What follows belongs to an exercise in optimizing a design on an open flow for small area, a short achievable clock period and few clock cycles per item; a production flow would make more cautious choices.
Where RTL was checked, it was by simulation tests only, not by an equivalence proof against the original.

== oak ==
==> flow/design.v (excerpt) <==
module voice_slot_sample_mixer (
  input  logic                clk_i,
  input  logic                rst_ni,
  input  logic                push,
  output logic                full,
  input  logic [1:0]          kind_i,
  input  logic [2:0]          slot_i,
  input  logic [23:0]         wave_length_i,
  input  logic [15:0]         gain_i,
  input  logic                repeat_req_i,
  input  logic signed [15:0]  sample_value_i,
  output logic                empty,
  input  logic                pop,
  output logic [2:0]          slot_out_o,
  output logic                ok_o,
  output logic [23:0]         next_position_o,
  output logic                voice_active_o,
  output logic signed [23:0]  mix_o,
  output logic [3:0]          active_voices_o
);
export LEC_CHECK = 0
export ABC_CLOCK_PERIOD_IN_PS = 3500
export CAP_MARGIN = 20
export CORE_MARGIN = 2
export CORE_UTILIZATION = 40
export SETUP_SLACK_MARGIN = 0.3
export SLEW_MARGIN = 20
create_clock -name core_clock -period 11.0 [get_ports {clk_i}]
standard.sh (not shown) runs the stock make flow with config.mk's settings and CLKGATE_MAP_FILE= SYNTH_SCRIPT=/design/flow/synth_recipe.tcl, a recipe that flattens the netlist after the stock synthesis.
==> flow/flow/run.sh <==
#!/bin/bash
set -euo pipefail
bash standard.sh SETUP_SLACK_MARGIN=7.0 finish > standard.log 2>&1
Testbench counts of oak, summed over its fixed seeds: cycles 12,032, items 12,000.
Here is what was changed in the inputs of pine compared with oak.
- swapping 0.3 for 5 in SETUP_SLACK_MARGIN
==> flow/run.sh (new file) <==
#!/bin/bash
# synth_recipe.tcl (not shown) runs the flow's synth.tcl, then flattens the netlist and writes it again
# the make line also repeats each setting of config.mk as NAME=value (left out here)
make -C /OpenROAD-flow-scripts/flow DESIGN_CONFIG=/design/flow/config.mk WORK_HOME=/design/flow/orfs CLKGATE_MAP_FILE= SYNTH_SCRIPT=/design/flow/synth_recipe.tcl finish
removed: flow/flow/run.sh
removed: flow/standard.sh
--- outcome ---
Changes observed in pine relative to oak: maximum clock path buffer count did not really move; via total after detailed routing lost 1347; count of max-cap constraint violations comparable. Changes observed in pine relative to oak: worst setup skew after layout shrank by 4.6 ps, final cycle utilization of the critical path grew by 0.59 points. For pine, the highest metal layer with signal wires was met4, unlike oak, where it was met5.


Another version of the RTL of voice_slot_sample_mixer (not shown whole).
Size: ~850 flip-flops, roughly 130 I/O pins, about 0.042 mm^2 of cells after synthesis.
Settings: LEC_CHECK=0, ABC_CLOCK_PERIOD_IN_PS=2000, CAP_MARGIN=20, CORE_MARGIN=2, CORE_UTILIZATION=40, CTS_CLUSTER_DIAMETER=100, CTS_CLUSTER_SIZE=30, SETUP_SLACK_MARGIN=0.3, SLEW_MARGIN=20; clock period 11.0 ns.
==> flow/flow/run.sh <==
#!/bin/bash
set -euo pipefail
bash standard.sh SETUP_SLACK_MARGIN=7.5 MATCH_CELL_FOOTPRINT=0 \
  "BUFFER_PORTS_ARGS=-buffer_cell sky130_fd_sc_hd__buf_4" finish > standard.log 2>&1
The baseline ran to the end with no violations.
Testbench counts at the start, summed over its fixed seeds: cycles 12,032, items 12,000.
Edit:
- ABC_AREA: default -> 1
- CTS_CLUSTER_DIAMETER: 100 -> default
- CTS_CLUSTER_SIZE: 30 -> default
Effect: Routed wire length grows by roughly a tenth; area after synthesis grows by a few percent; first-iteration DRC count rose by a quarter to a third; non-clock buffer count drops by 9; final cell count is higher by about a fifth; worst setup slack loses 0.089 ns; synthesized cell count went up by a quarter to a third.
Edit:
- ABC_AREA: 1 -> default
- CORE_UTILIZATION: 40 -> 60
Effect: Non-clock buffer count came out higher by 136. Setup slack is better by 0.14 ns. Synthesized area came out lower by 3.0%.
Edit:
- CORE_UTILIZATION: 60 -> 40
- CTS_BUF_LIST: default -> sky130_fd_sc_hd__clkbuf_8
The changed run ran to the end with no violations.
Design area fell by 1.3%.
Synthesized area does not change.
Maximum frequency fell by 2.9%.
Clock-buffer cell count rose by 32.
Hold slack stays flat.
Setup slack loses 0.11 ns.
Final cell count rose by 9.6%.
Wire length fell by 3.0%.
Clock skew rose by 0.017 ns.


Another version of the RTL of voice_slot_sample_mixer (not shown whole).
Size: ~3200 cells after synthesis, roughly 820 flip-flops, ~130 I/O pins, roughly 41000 um^2 of cells after synthesis.
Design voice_slot_sample_mixer, start of the top module:
module voice_slot_sample_mixer (
  input  logic                clk_i,
  input  logic                rst_ni,
  input  logic                push,
  output logic                full,
  input  logic [1:0]          kind_i,
  input  logic [2:0]          slot_i,
  input  logic [23:0]         wave_length_i,
  input  logic [15:0]         gain_i,
  input  logic                repeat_req_i,
  input  logic signed [15:0]  sample_value_i,
  output logic                empty,
  input  logic                pop,
  output logic [2:0]          slot_out_o,
  output logic                ok_o,
  output logic [23:0]         next_position_o,
  output logic                voice_active_o,
  output logic signed [23:0]  mix_o,
  output logic [3:0]          active_voices_o
);
export LEC_CHECK = 0
export ABC_CLOCK_PERIOD_IN_PS = 2000
export CAP_MARGIN = 20
export CORE_MARGIN = 2
export CORE_UTILIZATION = 40
export SETUP_SLACK_MARGIN = 0.3
export SLEW_MARGIN = 20
create_clock -name core_clock -period 11.0 [get_ports {clk_i}]
Scripts as last shown in full above: flow/flow/run.sh
==> next run, changes <==
- CTS_CLUSTER_DIAMETER: unset -> 100
- CTS_CLUSTER_SIZE: unset -> 30
Outcome: Critical path depth grows by 1; synthesized area stays the same; cell area falls by a few percent; global-route usage falls by 0.20 points; worst setup slack is worse by 0.042 ns; non-clock buffer count went up by 19; count of clock-buffer cells in the layout goes down by 65; clock skew climbs by 0.013 ns.
Function was not checked in any run of this note: the RTL went through the layout flow alone.


run A:
Another version of the RTL of voice_slot_sample_mixer (not shown whole).
Size in the first run: roughly 3400 cells after synthesis, ~130 I/O pins, ~42000 um^2 of cells after synthesis.
==> flow/config.mk <==
export PLATFORM = sky130hd
export DESIGN_NAME = voice_slot_sample_mixer
export DESIGN_NICKNAME = voice_slot_sample_mixer
export VERILOG_FILES = /design/flow/design.v
export SDC_FILE = /design/flow/constraint.sdc
export NUM_CORES = 4
export LEC_CHECK = 0
export ABC_CLOCK_PERIOD_IN_PS = 2000
export CAP_MARGIN = 20
export CORE_MARGIN = 2
export CORE_UTILIZATION = 40
export CTS_CLUSTER_DIAMETER = 70
export CTS_CLUSTER_SIZE = 25
export SETUP_SLACK_MARGIN = 0.3
export SLEW_MARGIN = 20
export SYNTH_HIERARCHICAL = 1
==> flow/constraint.sdc <==
create_clock -name core_clock -period 11.0 [get_ports {clk_i}]
set_input_delay 2.2000 -clock core_clock [delete_from_list [all_inputs] [get_ports {clk_i}]]
set_output_delay 2.2000 -clock core_clock [all_outputs]
set_load 0.01 [all_outputs]
==> flow/flow/run.sh <==
#!/bin/bash
set -euo pipefail
bash standard.sh SETUP_SLACK_MARGIN=7.35 MATCH_CELL_FOOTPRINT=0 \
  "BUFFER_PORTS_ARGS=-buffer_cell sky130_fd_sc_hd__buf_4" finish > standard.log 2>&1
Testbench counts of run A, summed over its fixed seeds: cycles 12,024, items 12,000.
Input-level comparison between run B and run A:
==> flow/flow/run.sh <==
#!/bin/bash
set -euo pipefail
bash standard.sh SETUP_SLACK_MARGIN=7.3 MATCH_CELL_FOOTPRINT=0 \
  "BUFFER_PORTS_ARGS=-buffer_cell sky130_fd_sc_hd__buf_4" finish > standard.log 2>&1
==> comparison <==
There was hardly any difference in sequential cell area share between run A and run B.
Run B against run A: clock-pin slew of the registers on the worst-case setup and hold paths level; combined global-route utilization of all metal layers held; routed wire length now smaller.
Run B — final worst-path cycle share 0.44 points lower, run A as reference
Run B vs run A — multi-input gate area in the final layout dropped slightly
Input changes introduced in run C (baseline for comparison: run B):
- CTS_CLUSTER_SIZE no longer set, was 25
- CTS_CLUSTER_DIAMETER no longer set, was 70
==> flow/flow/run.sh <==
#!/bin/bash
set -euo pipefail
bash standard.sh SETUP_SLACK_MARGIN=7.5 MATCH_CELL_FOOTPRINT=0 \
  "BUFFER_PORTS_ARGS=-buffer_cell sky130_fd_sc_hd__buf_4" finish > standard.log 2>&1
Results
Number of global-route vias before repair | run C above run B. Global-route wire length before repair grows by a few percent when moving from run B to run C. Diff run B -> run C | final critical-path required period | decrease of 0.0056 ns. [compare] base=run B new=run C: share of the cycle needed by the critical path after routing stayed essentially flat, clock skew moved down.
diff inputs: run C => run D
- CTS_CLUSTER_SIZE now 25, previously not set
- CTS_CLUSTER_DIAMETER now 70, previously not set
--- outcome ---
- Of run C and run D, the run reporting the higher logic depth of the worst path, buffers included was run D.
- Delta (run D minus run C): post-layout utilization of the core lost 0.87 points; share of final-layout standard cells stronger than drive strength 1 neither gained nor lost much; fmax picked up an extra 1.4%.
- Run D against run C: clock distribution area overhead in the final layout down 2.1 points; final non-filler cell area lower; number of combinational gates with multiple inputs held steady; post-synthesis to final-layout area growth shrank by 2.2 points.
- Wire length of the first global-routing pass: run D lower than run C
- Comparing run C and run D, the higher hold slack is on run D.
Setup changes, run D to run E
- CORE_UTILIZATION: 40 -> 46
Findings:
Run D → run E: final-layout worst hold slack picked up an extra 0.0066 ns; post-CTS repair timing setup buffer count went up.


== xenon ==
RTL: one of the versions met above, not the one the previous note started from.
Size in the first run: about 850 flip-flops, about 130 I/O pins, roughly 42,000 µm² of cells after synthesis.
export LEC_CHECK = 0
export ABC_CLOCK_PERIOD_IN_PS = 2000
export CAP_MARGIN = 20
export CORE_MARGIN = 2
export CORE_UTILIZATION = 40
export CTS_CLUSTER_DIAMETER = 70
export CTS_CLUSTER_SIZE = 25
export SETUP_SLACK_MARGIN = 0.3
export SLEW_MARGIN = 20
create_clock -name core_clock -period 11.0 [get_ports {clk_i}]
==> flow/flow/run.sh <==
#!/bin/bash
set -euo pipefail
bash standard.sh SETUP_SLACK_MARGIN=7.5 MATCH_CELL_FOOTPRINT=0 \
  "BUFFER_PORTS_ARGS=-buffer_cell sky130_fd_sc_hd__buf_4" finish > standard.log 2>&1
Testbench counts of xenon, summed over its fixed seeds: cycles 12,032, items 12,000.
Setup changes, xenon to harbor
Settings: a deleted CTS_CLUSTER_DIAMETER that had been 70; a deleted CTS_CLUSTER_SIZE that had been 25.
Findings:
- xenon reached the final stage; the timing, DRC and antenna checks on its layout passed.
- harbor: done, clean on timing, DRC and antenna
- Utilization xenon -> harbor: up
- Comparing harbor and xenon, the higher final wirelength is on harbor.
- Relative to xenon, number of buffers added by the clock tree synthesis step has increased by 43 in harbor.
- harbor leaves more setup margin than xenon.
- A destination of the critical timing path of u_back.v_s[15] is what harbor shows, while u_back.v_s[11] belongs to xenon.
The following lists how zinc was set up differently from harbor:
--- a/flow/flow/run.sh
+++ b/flow/flow/run.sh
@@ -3 +3 @@
-bash standard.sh SETUP_SLACK_MARGIN=7.5 MATCH_CELL_FOOTPRINT=0 \
+bash standard.sh SETUP_SLACK_MARGIN=7.2 MATCH_CELL_FOOTPRINT=0 \
==> comparison <==
| global-route usage | harbor vs zinc | ≈ equal |
zinc vs. harbor: area of placed instances comparable; final non-filler cell total shrank by 1.6%; first-pass GRT wire length +about 0.4%.
Compared to harbor, zinc has worst setup slack 0.16 ns lower.

## separate check: timing with driven ports
How much do the figures lean on ideal ports? The routed layouts below were timed once more, with nothing changed but the port constraints.
Step 1: set_driving_cell puts a clkbuf_16 on clk_i and a buf_2 on each other input, an assumption about the parent block.
Step 2 moves the port delays by t, midway between the first and last clock arrival at a register: inputs arrive t later, outputs are due t later. That takes back most of the time a late clock gives input paths.
a / b / c = ideal ports / drivers / drivers and shift; a / b = the first two.
run | t, ns | setup WS [ns] | worst setup path after step 2 | latest minus earliest clock arrival (ns) | pins driven straight from the clock port
oak | 0.746 | 4.852 / 4.852 / 4.852 | register to register | 0.084 / 0.084 | 1
pine | 0.722 | 4.787 / 4.787 / 4.787 | register to register | 0.063 / 0.063 | 1
the first run of note 2 | 0.699 | 7.340 / 7.340 / 7.340 | register to register | 0.059 / 0.058 | 1
the second run of note 2 | 0.720 | 7.251 / 7.251 / 7.077 | input to register | 0.029 / 0.029 | 1
the third run of note 2 | 0.704 | 7.391 / 7.391 / 7.378 | input to register | 0.034 / 0.035 | 1
the fourth run of note 2 | 0.857 | 7.283 / 7.219 / 7.386 | input to register | 0.055 / 0.055 | 1
the first run of note 3 | 0.706 | 7.232 / 7.232 / 6.731 | input to register | 0.039 / 0.040 | 1
the second run of note 3 | 0.682 | 7.191 / 7.191 / 6.763 | input to register | 0.056 / 0.056 | 1
run A | 0.706 | 7.399 / 7.399 / 6.795 | input to register | 0.054 / 0.054 | 1
run B | 0.707 | 7.447 / 7.440 / 6.782 | input to register | 0.049 / 0.049 | 1
run C | 0.724 | 7.453 / 7.435 / 6.920 | input to register | 0.045 / 0.045 | 1
run D | 0.711 | 7.502 / 7.458 / 6.961 | input to register | 0.069 / 0.068 | 1
run E | 0.710 | 7.468 / 7.428 / 6.937 | input to register | 0.044 / 0.044 | 1
xenon | 0.711 | 7.383 / 7.349 / 7.383 | register to register | 0.053 / 0.053 | 1
harbor | 0.728 | 7.436 / 7.377 / 7.392 | input to register | 0.040 / 0.039 | 1
zinc | 0.727 | 7.279 / 7.279 / 7.279 | register to register | 0.026 / 0.026 | 1
After both steps setup and hold are still met in every run listed. For run B, which loses most, drivers alone change the setup slack by -0.007 ns; drivers and shift together by -0.665 ns.
